Source: an optimization exercise on an open RTL-to-GDS flow (aim: small area). Production flows keep margins and buffers that such runs may drop.
Only simulation tests tie the RTL to the original design; equivalence was not proved.
Power is estimated from default activity; no workload was simulated.

Setup of quartz:
// tetris_core
module tetris_core (
    input  logic        clk,
    input  logic        rst_n,
    input  logic [2:0]  cmd,
    input  logic        cmd_req,
    output logic        cmd_ack,
    input  logic [2:0]  next_piece,
    output logic        playing,
    output logic        game_over,
    output logic [15:0] score,
    output logic [2:0]  cur_piece,
    output logic [3:0]  piece_x,
    output logic [4:0]  piece_y,
    output logic [1:0]  piece_rot,
    input  logic [4:0]  row_sel,
    output logic [9:0]  row_bits
);
==> flow/config.mk <==
export PLATFORM = sky130hd
export DESIGN_NAME = tetris_core
export DESIGN_NICKNAME = tetris_core
export VERILOG_FILES = /design/flow/design.v
export SDC_FILE = /design/flow/constraint.sdc
export NUM_CORES = 4
export LEC_CHECK = 0
export CAP_MARGIN = 20
export CELL_PAD_IN_SITES_DETAIL_PLACEMENT = 1
export CELL_PAD_IN_SITES_GLOBAL_PLACEMENT = 1
export CORE_MARGIN = 2
export CORE_UTILIZATION = 40
export GPL_TIMING_DRIVEN = 0
export SETUP_SLACK_MARGIN = 0.9
export SLEW_MARGIN = 20
==> flow/constraint.sdc <==
create_clock -name core_clock -period 10.0 [get_ports {clk}]
set_input_delay 2.0000 -clock core_clock [delete_from_list [all_inputs] [get_ports {clk}]]
set_output_delay 2.0000 -clock core_clock [all_outputs]
set_load 0.01 [all_outputs]
standard.sh (not shown) runs the stock make flow with config.mk's settings and CLKGATE_MAP_FILE= SYNTH_SCRIPT=/design/flow/synth_recipe.tcl, a recipe that flattens the netlist after the stock synthesis.
==> flow/flow/run.sh <==
#!/bin/bash
# Standard ORFS layout with an area-oriented ABC mapping (no adder
# extraction, no buffering or upsizing in ABC), small port buffers and a
# clock tree without dummy loads.
set -uo pipefail
here=$(pwd)
export FLOW_ABC_SCRIPT=$here/flow/area.script
bash standard.sh \
  SYNTH_SCRIPT=$here/flow/synth.tcl \
  ADDER_MAP_FILE= \
  "BUFFER_PORTS_ARGS=-buffer_cell sky130_fd_sc_hd__buf_1" \
  "CTS_ARGS=-sink_clustering_enable -repair_clock_nets -dont_use_dummy_load -buf_list sky130_fd_sc_hd__clkbuf_8 -sink_clustering_size 12 -sink_clustering_max_diameter 90" \
  finish > $here/orfs_make.log 2>&1
==> flow/flow/area.script <==
&get -n
&st
&dch
&nf -R 1000 -p -C 32
&put
strash
&get -n
&st
&dch
&nf -R 1000 -p -C 32
&put
==> flow/flow/synth.tcl <==
# synth_recipe.tcl with one change: the ABC mapping script is the area
# script beside this file instead of ORFS's speed script
proc synth {args} { yosys synth -nofsm -noshare {*}$args }
proc abc {args} {
  set i [lsearch -exact $args -script]
  if { $i >= 0 } {
    lset args [expr {$i + 1}] $::env(FLOW_ABC_SCRIPT)
  }
  yosys abc {*}$args
}
source $::env(SCRIPTS_DIR)/synth.tcl
# left out here: clear keep_hierarchy, flatten, clean up, hide names made inside functions, write 1_2_yosys.v
Relative to quartz, the following input files were edited for violet:
==> flow/flow/area.script <==
strash
dc2
resub -K 8
dc2
&get -n
&st
&dch
&nf -R 1000 -p -C 32
&put
violet did not stop at any stage, and its layout met the timing, DRC and antenna checks.
quartz has completed all stages; timing, DRC and antenna checks passed.
violet vs quartz, filler cell count went down by 110.
A end point of the critical path of i_game_ctrl.piece_y[1] is what quartz shows, while i_game_ctrl.piece_x[0] belongs to violet.
Detailed-routing iteration count for the pre-antenna-repair pass: violet vs quartz identical
On power: between quartz and violet, it ends up higher for quartz.
On xor and xnor area share after synthesis, the higher figure sits with quartz, not violet.
Edits applied to the flow inputs when going from violet to tundra:
Settings: CAP_MARGIN: 20 -> 5; SLEW_MARGIN: 20 -> 5.
## What came out
- In tundra the implementation completed, yet the final layout does not meet the checks, the culprit being capacitance limit, slew limit.
- Compared tundra vs violet, and area overhead of the layout relative to synthesis is down in tundra.
- violet -> tundra: sequential share of cell area flat
- In tundra, worst ir drop on vdd is higher than in violet.
- Compared tundra against violet; final worst hold slack within noise.
- Compared to violet, tundra leaves more free space in the core.
- Taking violet as the reference, in tundra met1 wire length saw an increase, worst setup slack decreased by 0.19 ns relative to the old numbers.
### tundra -> cedar
Settings: swapping 5 for 20 in CAP_MARGIN; clearing SETUP_SLACK_MARGIN, which used to be 0.9; swapping 5 for 20 in SLEW_MARGIN.
--- outcome ---
Out of cedar and tundra, the only run to close with the timing, DRC and antenna checks passing was cedar. In tundra the implementation completed, yet the final layout does not meet the checks, the culprit being capacitance limit, slew limit. Compare cedar and tundra | time the worst path needs with I/O delays and setup higher: cedar. Summary of cedar over tundra: non-clock buffer count now sits higher; number of cells on the critical path higher; final core area utilization neither gained nor lost much. Compared with tundra, cedar is the less power-hungry design. Comparing cedar with tundra, the switching power as a share of total power came out essentially unchanged. From tundra to cedar the numbers moved as follows: number of tapcells level; least setup slack across all paths after layout down 0.80 ns.
The following lists how lagoon was set up differently from cedar:
--- a/flow/flow/run.sh
+++ b/flow/flow/run.sh
@@ -12 +12 @@
-  "CTS_ARGS=-sink_clustering_enable -repair_clock_nets -dont_use_dummy_load -buf_list sky130_fd_sc_hd__clkbuf_8 -sink_clustering_size 12 -sink_clustering_max_diameter 90" \
+  "CTS_ARGS=-sink_clustering_enable -repair_clock_nets -dont_use_dummy_load -buf_list sky130_fd_sc_hd__clkbuf_8 -sink_clustering_size 20 -sink_clustering_max_diameter 60" \
### Flow results
In the metrics for cedar and lagoon, the one carrying the higher switching part of the total is cedar.
[lagoon] share of final-layout standard cells stronger than drive strength 1 rose 0.28 points relative to cedar
Via count: cedar vs lagoon, no meaningful difference
Cmp lagoon vs cedar: overall power consumption higher in lagoon
cedar → lagoon: final global-route overflow total stayed essentially flat; diode insertion count for antenna repair roughly the same.
[inputs] sierra vs lagoon
Settings: SETUP_SLACK_MARGIN newly set to 0.9.
--- a/flow/flow/run.sh
+++ b/flow/flow/run.sh
@@ -12 +12 @@
-  "CTS_ARGS=-sink_clustering_enable -repair_clock_nets -dont_use_dummy_load -buf_list sky130_fd_sc_hd__clkbuf_8 -sink_clustering_size 20 -sink_clustering_max_diameter 60" \
+  "CTS_ARGS=-sink_clustering_enable -repair_clock_nets -dont_use_dummy_load -buf_list sky130_fd_sc_hd__clkbuf_8 -sink_clustering_size 14 -sink_clustering_max_diameter 120" \
==> flow/flow/area.script <==
&get -n
&st
&dch
&nf -R 1000 -p -C 32
&put
strash
&get -n
&st
&dch
&nf -R 1000 -p -C 32
&put
Notes after the runs:
sierra vs lagoon: post-synthesis instance total up slightly. sierra against lagoon; design area is down slightly. The maximum resistive drop on vdd in sierra was lower than what lagoon gave. Min number of buffers and inverters on the critical path across lagoon and sierra: lagoon. Total power of sierra is higher than that of lagoon. In the tables for lagoon and sierra, number of antenna violations at the first check in global routing reads lower with sierra. Maximum number of pins on one net before global-route repair delta for sierra relative to lagoon: 26% lower. From lagoon to sierra the numbers moved as follows: area overhead of the layout relative to synthesis went down; wire length went down; clock input transition at the sequential cells of the worst setup and hold paths went up.

afterwards: timing with drivers on the ports:
Ports are ideal in the flow. The routed layouts listed here were re-timed in OpenROAD.
Step 1 (the two cells are an assumption about what drives the block):
set clk [get_ports {clk}]
set_driving_cell -lib_cell sky130_fd_sc_hd__clkbuf_16 $clk
set_driving_cell -lib_cell sky130_fd_sc_hd__buf_2 [delete_from_list [all_inputs] $clk]
Step 2 times the ports against the registers' clock, not the clock port: input delays grow and output delays shrink by t, the midpoint of the rising clock arrivals with the driver on.
Three values: no drivers, after step 1, after step 2; two values: the first two.
| run | shift t [ns] | setup WS [ns] | worst hold slack (ns) |
|---|---|---|---|
| quartz | 0.633 | 1.838 / 1.863 / 1.230 | 0.467 / 0.467 / 0.467 |
| violet | 0.667 | 1.347 / 1.374 / 0.707 | 0.470 / 0.470 / 0.470 |
| tundra | 0.641 | 1.152 / 1.183 / 0.542 | 0.472 / 0.472 / 0.472 |
| cedar | 0.669 | 0.351 / 0.379 / -0.290 | 0.470 / 0.470 / 0.470 |
| lagoon | 0.675 | 0.655 / 0.683 / 0.008 | 0.462 / 0.462 / 0.462 |
| sierra | 0.624 | 1.776 / 1.799 / 1.175 | 0.466 / 0.466 / 0.466 |
With both steps, setup timing fails in cedar, where it was met with ideal ports. The setup slack of lagoon, which loses most, moves by +0.028 ns with the drivers and by -0.647 ns with both steps.
